Context: an optimization exercise on an open-source flow, tuned for small area and a short achievable clock period. The choices shown serve that exercise and are no tape-out recipe. Only simulation tests tie the RTL to the original design; equivalence was not proved.

==> inputs of run B <==
Design enigma_ir_top, start of the top module:
module enigma_ir_top (
  input  logic        clk_100_passthrough,
  input  logic        rst_n,
  input  logic        ir_line,
  input  logic        rotor_load,
  input  logic [14:0] rotor_start,
  input  logic [9:0]  rd_addr,
  output logic        cipher_valid,
  output logic [4:0]  cipher_letter,
  output logic        err_valid,
  output logic [1:0]  err_code,
  output logic [10:0] letter_count,
  output logic [4:0]  rd_data
);
  logic        pulse_edge;
  logic        pulse_level;
  logic        pw_ge40;
  logic        pw_gt100;
  logic        pw_ge120;
  logic        idle_ge320;
  logic        letter_valid;
  logic [4:0]  letter;
  ir_pulse_timer u_timer (
    .clk_100_passthrough (clk_100_passthrough),
    .rst_n               (rst_n),
    .ir_line             (ir_line),
    .pulse_edge          (pulse_edge),
    .pulse_level         (pulse_level),
    .pw_ge40             (pw_ge40),
    .pw_gt100            (pw_gt100),
    .pw_ge120            (pw_ge120),
    .idle_ge320          (idle_ge320)
  );
  ir_frame_fsm u_frame (
    .clk_100_passthrough (clk_100_passthrough),
    .rst_n               (rst_n),
    .pulse_edge          (pulse_edge),
    .pulse_level         (pulse_level),
    .pw_ge40             (pw_ge40),
  ...
==> flow/config.mk <==
export PLATFORM = sky130hd
export DESIGN_NAME = enigma_ir_top
export DESIGN_NICKNAME = enigma_ir_top
export VERILOG_FILES = /design/flow/design.v
export SDC_FILE = /design/flow/constraint.sdc
export NUM_CORES = 4
export LEC_CHECK = 0
export CAP_MARGIN = 20
export CORE_MARGIN = 2
export CORE_UTILIZATION = 40
export SLEW_MARGIN = 20
export SYNTH_MEMORY_MAX_BITS = 8192
export TNS_END_PERCENT = 20
==> flow/constraint.sdc <==
create_clock -name core_clock -period 27.0 [get_ports {clk_100_passthrough}]
set_input_delay 5.4000 -clock core_clock [delete_from_list [all_inputs] [get_ports {clk_100_passthrough}]]
set_output_delay 5.4000 -clock core_clock [all_outputs]
set_load 0.01 [all_outputs]
standard.sh (not shown) runs the stock make flow with config.mk's settings and CLKGATE_MAP_FILE= SYNTH_SCRIPT=/design/flow/synth_recipe.tcl, a recipe that flattens the netlist after the stock synthesis.
==> flow/flow/run.sh <==
#!/bin/bash
# The standard layout (the standard.sh: ORFS with the standard synthesis
# and the design's SDC unchanged), with two changes to how it is built:
# - repair_timing keeps improving the slowest paths until they have
#   SETUP_SLACK_MARGIN of slack at the design's clock period;
# - clock tree synthesis clusters the flip-flops into groups of up to 10
#   within 50 um, each driven by a clkbuf_8, under a clkbuf_16 tree.
# make's own output goes to standard_finish.log; each ORFS step logs to
# orfs/logs/.
set -euo pipefail
MARGIN=18.6
CTS="-sink_clustering_enable -repair_clock_nets"
CTS="$CTS -sink_clustering_buffer sky130_fd_sc_hd__clkbuf_8"
CTS="$CTS -sink_clustering_size 10 -sink_clustering_max_diameter 50"
CTS="$CTS -tree_buf sky130_fd_sc_hd__clkbuf_16 -root_buf sky130_fd_sc_hd__clkbuf_16"
bash standard.sh SETUP_SLACK_MARGIN=$MARGIN "CTS_ARGS=$CTS" finish > standard_finish.log 2>&1
test -f out/final.def
==> run H (differences from run B) <==
--- a/flow/config.mk
+++ b/flow/config.mk
@@ -10,4 +10,3 @@
 export CORE_UTILIZATION = 40
 export SLEW_MARGIN = 20
 export SYNTH_MEMORY_MAX_BITS = 8192
-export TNS_END_PERCENT = 20
==> run F (differences from run B) <==
==> flow/run.sh (new file) <==
#!/bin/bash
# synth_recipe.tcl (not shown) runs the flow's synth.tcl, then flattens the netlist and writes it again
# the make line also repeats each setting of config.mk as NAME=value (left out here)
make -C /OpenROAD-flow-scripts/flow DESIGN_CONFIG=/design/flow/config.mk WORK_HOME=/design/flow/orfs CLKGATE_MAP_FILE= SYNTH_SCRIPT=/design/flow/synth_recipe.tcl finish
--- a/flow/config.mk
+++ b/flow/config.mk
@@ -10,4 +10,3 @@
 export CORE_UTILIZATION = 40
 export SLEW_MARGIN = 20
 export SYNTH_MEMORY_MAX_BITS = 8192
-export TNS_END_PERCENT = 20
removed: flow/flow/run.sh
removed: flow/standard.sh
==> comparison table <==
quantity	run H	run B	run F
Run status	finished clean	finished clean	finished clean
Met3 usage	0.1735	0.2062	0.2081
Routed WL per cell	43.73 um	42.93 um	42.53 um
Number of signal-net buffers in the layout	297	320	252
Post-route core utilization	0.4602	0.4609	0.4621
Diode insertion count for antenna repair	8	12	30
Layout Cells excl Fill	6515	6542	6496
Wire length on met3	48.77 mm	51.93 mm	50.58 mm
Amount of wire on met2 after detailed routing	110.6 mm	108.8 mm	105.7 mm
Worst setup timing slack at the placement stage	16.66 ns	16.01 ns	16.09 ns
Area after detailed placement	62200 um^2	62200 um^2	62160 um^2
Met2 demand-to-capacity share in global routing	0.4929	0.4808	0.4634

==> separate check: timing with driven ports <==
Ports are ideal in the flow. The routed layouts listed here were re-timed in OpenROAD. Step 1 sets driving cells, clkbuf_16 on the clock port and buf_2 on the other inputs (assumed; they add their load-dependent delay and slew). Step 2, shift: input delay + t, output delay - t, t = (earliest + latest rising clock arrival at the registers) / 2. This alone moves slack from input paths to output paths. Slacks: ideal / step 1 / step 2; pairs: ideal / step 1.
run | t, ns | setup slack, ns | pins driven straight from the clock port
run B | 0.870 | 18.299 / 18.364 / 17.494 | 1
run H | 0.871 | 18.416 / 18.471 / 17.601 | 1
run F | 0.884 | 15.907 / 15.907 / 15.907 | 1
After both steps setup and hold are still met in every run listed. The setup slack of run H, which loses most, moves by +0.055 ns with the drivers and by -0.815 ns with both steps.
